What follows belongs to an exercise in optimizing a design on an open flow for a short achievable clock period and few clock cycles per item; a production flow would make more cautious choices. Power is estimated from default activity; no workload was simulated.

Setup of job 101:
// udp_core_top
module udp_core_top (
    input  logic        ctrl_aclk,
    input  logic        ctrl_aresetn,
    input  logic [31:0] eth_rx_data,
    input  logic [3:0]  eth_rx_keep,
    input  logic        eth_rx_last,
    input  logic        eth_rx_valid,
    output logic        eth_rx_ready,
    output logic [31:0] eth_tx_data,
    output logic [3:0]  eth_tx_keep,
    output logic        eth_tx_last,
    output logic        eth_tx_valid,
    input  logic        eth_tx_ready,
    input  logic        tx_req_valid,
    output logic        tx_req_ready,
    input  logic [47:0] tx_req_dst_mac,
    input  logic [31:0] tx_req_dst_ip,
    input  logic [15:0] tx_req_src_port,
    input  logic [15:0] tx_req_dst_port,
    input  logic [15:0] tx_req_length,
    input  logic [31:0] tx_data_data,
    input  logic [3:0]  tx_data_keep,
    input  logic        tx_data_last,
    input  logic        tx_data_valid,
    output logic [31:0] rx_payload_data,
    output logic [3:0]  rx_payload_keep,
    output logic        rx_payload_last,
    output logic        rx_payload_valid,
    input  logic        rx_payload_ready
);
Size in the first run: ~3300 flip-flops, about 290 I/O pins.
==> flow/config.mk <==
export PLATFORM = sky130hd
export DESIGN_NAME = udp_core_top
export DESIGN_NICKNAME = udp_core_top
export VERILOG_FILES = /design/flow/design.v
export SDC_FILE = /design/flow/constraint.sdc
export NUM_CORES = 4
export LEC_CHECK = 0
export CAP_MARGIN = 20
export CORE_MARGIN = 2
export CORE_UTILIZATION = 40
export SLEW_MARGIN = 20
==> flow/constraint.sdc <==
create_clock -name core_clock -period 10.0 [get_ports {ctrl_aclk}]
set_input_delay 2.0000 -clock core_clock [delete_from_list [all_inputs] [get_ports {ctrl_aclk}]]
set_output_delay 2.0000 -clock core_clock [all_outputs]
set_load 0.01 [all_outputs]
standard.sh (not shown) runs the stock make flow with config.mk's settings and CLKGATE_MAP_FILE= SYNTH_SCRIPT=/design/flow/synth_recipe.tcl, a recipe that flattens the netlist after the stock synthesis.
==> flow/flow/run.sh <==
#!/bin/bash
# The standard layout, with timing repair asked to leave extra setup slack.
set -euo pipefail
export SETUP_SLACK_MARGIN=6.8
bash standard.sh > flow_make.log 2>&1
> inputs changed (job 101 -> job 102)
-- flow/design.v --
<<< job 101, line 13
    logic [31:0]      mem [DEPTH];
    logic [DEPTH-1:0] wr_oh;
    logic [DEPTH-1:0] nx_oh;
    logic [DEPTH:0]   occ;
    logic             wr_en;
    logic [31:0]      head;
    logic [31:0]      after;
    assign wr_en    = wr_valid && !(occ[DEPTH] && !rd_pop);
    assign rd_valid = !occ[0];
    assign rd_data  = head;
    always_comb begin
        after = '0;
        for (int i = 0; i < DEPTH; i++) begin
            after = after | (mem[i] & {32{nx_oh[i]}});
        end
    end
>>> job 102, line 13
    logic [31:0]      mem [DEPTH];
    logic [DEPTH-1:0] wr_oh;
    logic [DEPTH-1:0] rd_oh;
    logic [DEPTH:0]   occ;
    logic             wr_en;
    assign wr_en    = wr_valid && !(occ[DEPTH] && !rd_pop);
    assign rd_valid = !occ[0];
    always_comb begin
        rd_data = '0;
        for (int i = 0; i < DEPTH; i++) begin
            rd_data = rd_data | (mem[i] & {32{rd_oh[i]}});
        end
    end
<<< job 101, line 33
            end
        end
        if (rd_pop) begin
            head <= occ[1] ? wr_data : after;
        end else if (occ[0]) begin
            head <= wr_data;
        end
    end
    always_ff @(posedge ctrl_aclk) begin
        if (!ctrl_aresetn) begin
            wr_oh <= DEPTH'(1);
            nx_oh <= DEPTH'(2);
            occ   <= (DEPTH + 1)'(1);
        end else begin
>>> job 102, line 30
            end
        end
    end
    always_ff @(posedge ctrl_aclk) begin
        if (!ctrl_aresetn) begin
            wr_oh <= DEPTH'(1);
            rd_oh <= DEPTH'(1);
            occ   <= (DEPTH + 1)'(1);
        end else begin
<<< job 101, line 49
            end
            if (rd_pop) begin
                nx_oh <= {nx_oh[DEPTH-2:0], nx_oh[DEPTH-1]};
            end
            if (wr_en && !rd_pop) begin
>>> job 102, line 41
            end
            if (rd_pop) begin
                rd_oh <= {rd_oh[DEPTH-2:0], rd_oh[DEPTH-1]};
            end
            if (wr_en && !rd_pop) begin
<<< job 101, line 254
    logic [3:0]  w_keep;
    logic        r0_take;
    logic        o_en;
    logic [36:0] o_new;
    assign need = wc[10] && plnz;
    assign fire = act && !sk_v && (!need || pf_v);
>>> job 102, line 246
    logic [3:0]  w_keep;
    logic        r0_take;
    assign need = wc[10] && plnz;
    assign fire = act && !sk_v && (!need || pf_v);
<<< job 101, line 372
        end
    end
    assign o_en  = !eth_tx_valid || eth_tx_ready;
    assign o_new = sk_v ? {sk_last, sk_keep, sk_data} : {lastf, w_keep, w_data};
    always_ff @(posedge ctrl_aclk) begin
        {eth_tx_last, eth_tx_keep, eth_tx_data} <= (o_new & {37{o_en}})
                                                 | ({eth_tx_last, eth_tx_keep, eth_tx_data} & {37{!o_en}});
        if (fire) begin
            sk_data <= w_data;
>>> job 102, line 362
        end
    end
    always_ff @(posedge ctrl_aclk) begin
        if (!eth_tx_valid || eth_tx_ready) begin
            eth_tx_data <= sk_v ? sk_data : w_data;
            eth_tx_keep <= sk_v ? sk_keep : w_keep;
            eth_tx_last <= sk_v ? sk_last : lastf;
        end
        if (fire) begin
            sk_data <= w_data;
<<< job 101, line 440
    logic        os_last;
    logic        os_v;
    logic        o_en;
    logic [36:0] o_new;
    assign eth_rx_ready = !rs_v;
    always_ff @(posedge ctrl_aclk) begin
>>> job 102, line 431
    logic        os_last;
    logic        os_v;
    assign eth_rx_ready = !rs_v;
    always_ff @(posedge ctrl_aclk) begin
<<< job 101, line 490
        end
    end
    assign o_en  = !rx_payload_valid || rx_payload_ready;
    assign o_new = os_v ? {os_last, os_keep, os_data} : {rxp_last, rxp_keep, rxp_data};
    always_ff @(posedge ctrl_aclk) begin
        {rx_payload_last, rx_payload_keep, rx_payload_data} <= (o_new & {37{o_en}})
            | ({rx_payload_last, rx_payload_keep, rx_payload_data} & {37{!o_en}});
        if (!os_v) begin
            os_data <= rxp_data;
>>> job 102, line 479
        end
    end
    always_ff @(posedge ctrl_aclk) begin
        if (!rx_payload_valid || rx_payload_ready) begin
            rx_payload_data <= os_v ? os_data : rxp_data;
            rx_payload_keep <= os_v ? os_keep : rxp_keep;
            rx_payload_last <= os_v ? os_last : rxp_last;
        end
        if (!os_v) begin
            os_data <= rxp_data;
==> comparison <==
Job 101 ran to completion and came out clean on the timing, design-rule and antenna checks.
Looking at the reports, job 102 completed the entire flow and the layout it produced met the timing, design-rule and antenna checks.
Cmp job 102 and job 101 / total power consumption of the routed design / lower: job 102
Relative to job 101, post-placement setup slack has decreased by 0.54 ns in job 102.
Maximum VDD drop, job 102 and job 101: smaller value in job 102
Compared with job 101, in job 102 core utilization of the finished layout increased by 0.43 points relative to the old numbers, post-detailed-routing wire length decreased by 3.1 mm relative to the old numbers.
Synthesis left job 102 with fewer flip-flops than job 101.
No functional check of the RTL was part of any run of this note.

-- afterwards: timing with drivers on the ports --
The flow's constraints put no driver on any port. The routed layouts listed below were extracted and timed again, unchanged, in two steps.
Step 1, drivers: a clkbuf_16 drives ctrl_aclk and a buf_2 each remaining input, both assumed.
Step 2, shift: input delay + t, output delay - t, t = (earliest + latest rising clock arrival at the registers) / 2. This alone moves slack from input paths to output paths.
Three values: no drivers, after step 1, after step 2; two values: the first two.
| run | t (ns) | setup slack, ns | worst setup path at the end | worst register clock-pin slew, ns | pins driven straight from the clock port |
|---|---|---|---|---|---|
| job 101 | 1.053 | 6.397 / 6.304 / 5.922 | input to register | 0.07 / 0.07 | 1 |
| job 102 | 0.991 | 6.372 / 6.276 / 5.957 | input to register | 0.07 / 0.07 | 1 |
After both steps setup and hold are still met in every run listed. The setup slack of job 101, which loses most, moves by -0.093 ns with the drivers and by -0.475 ns with both steps.
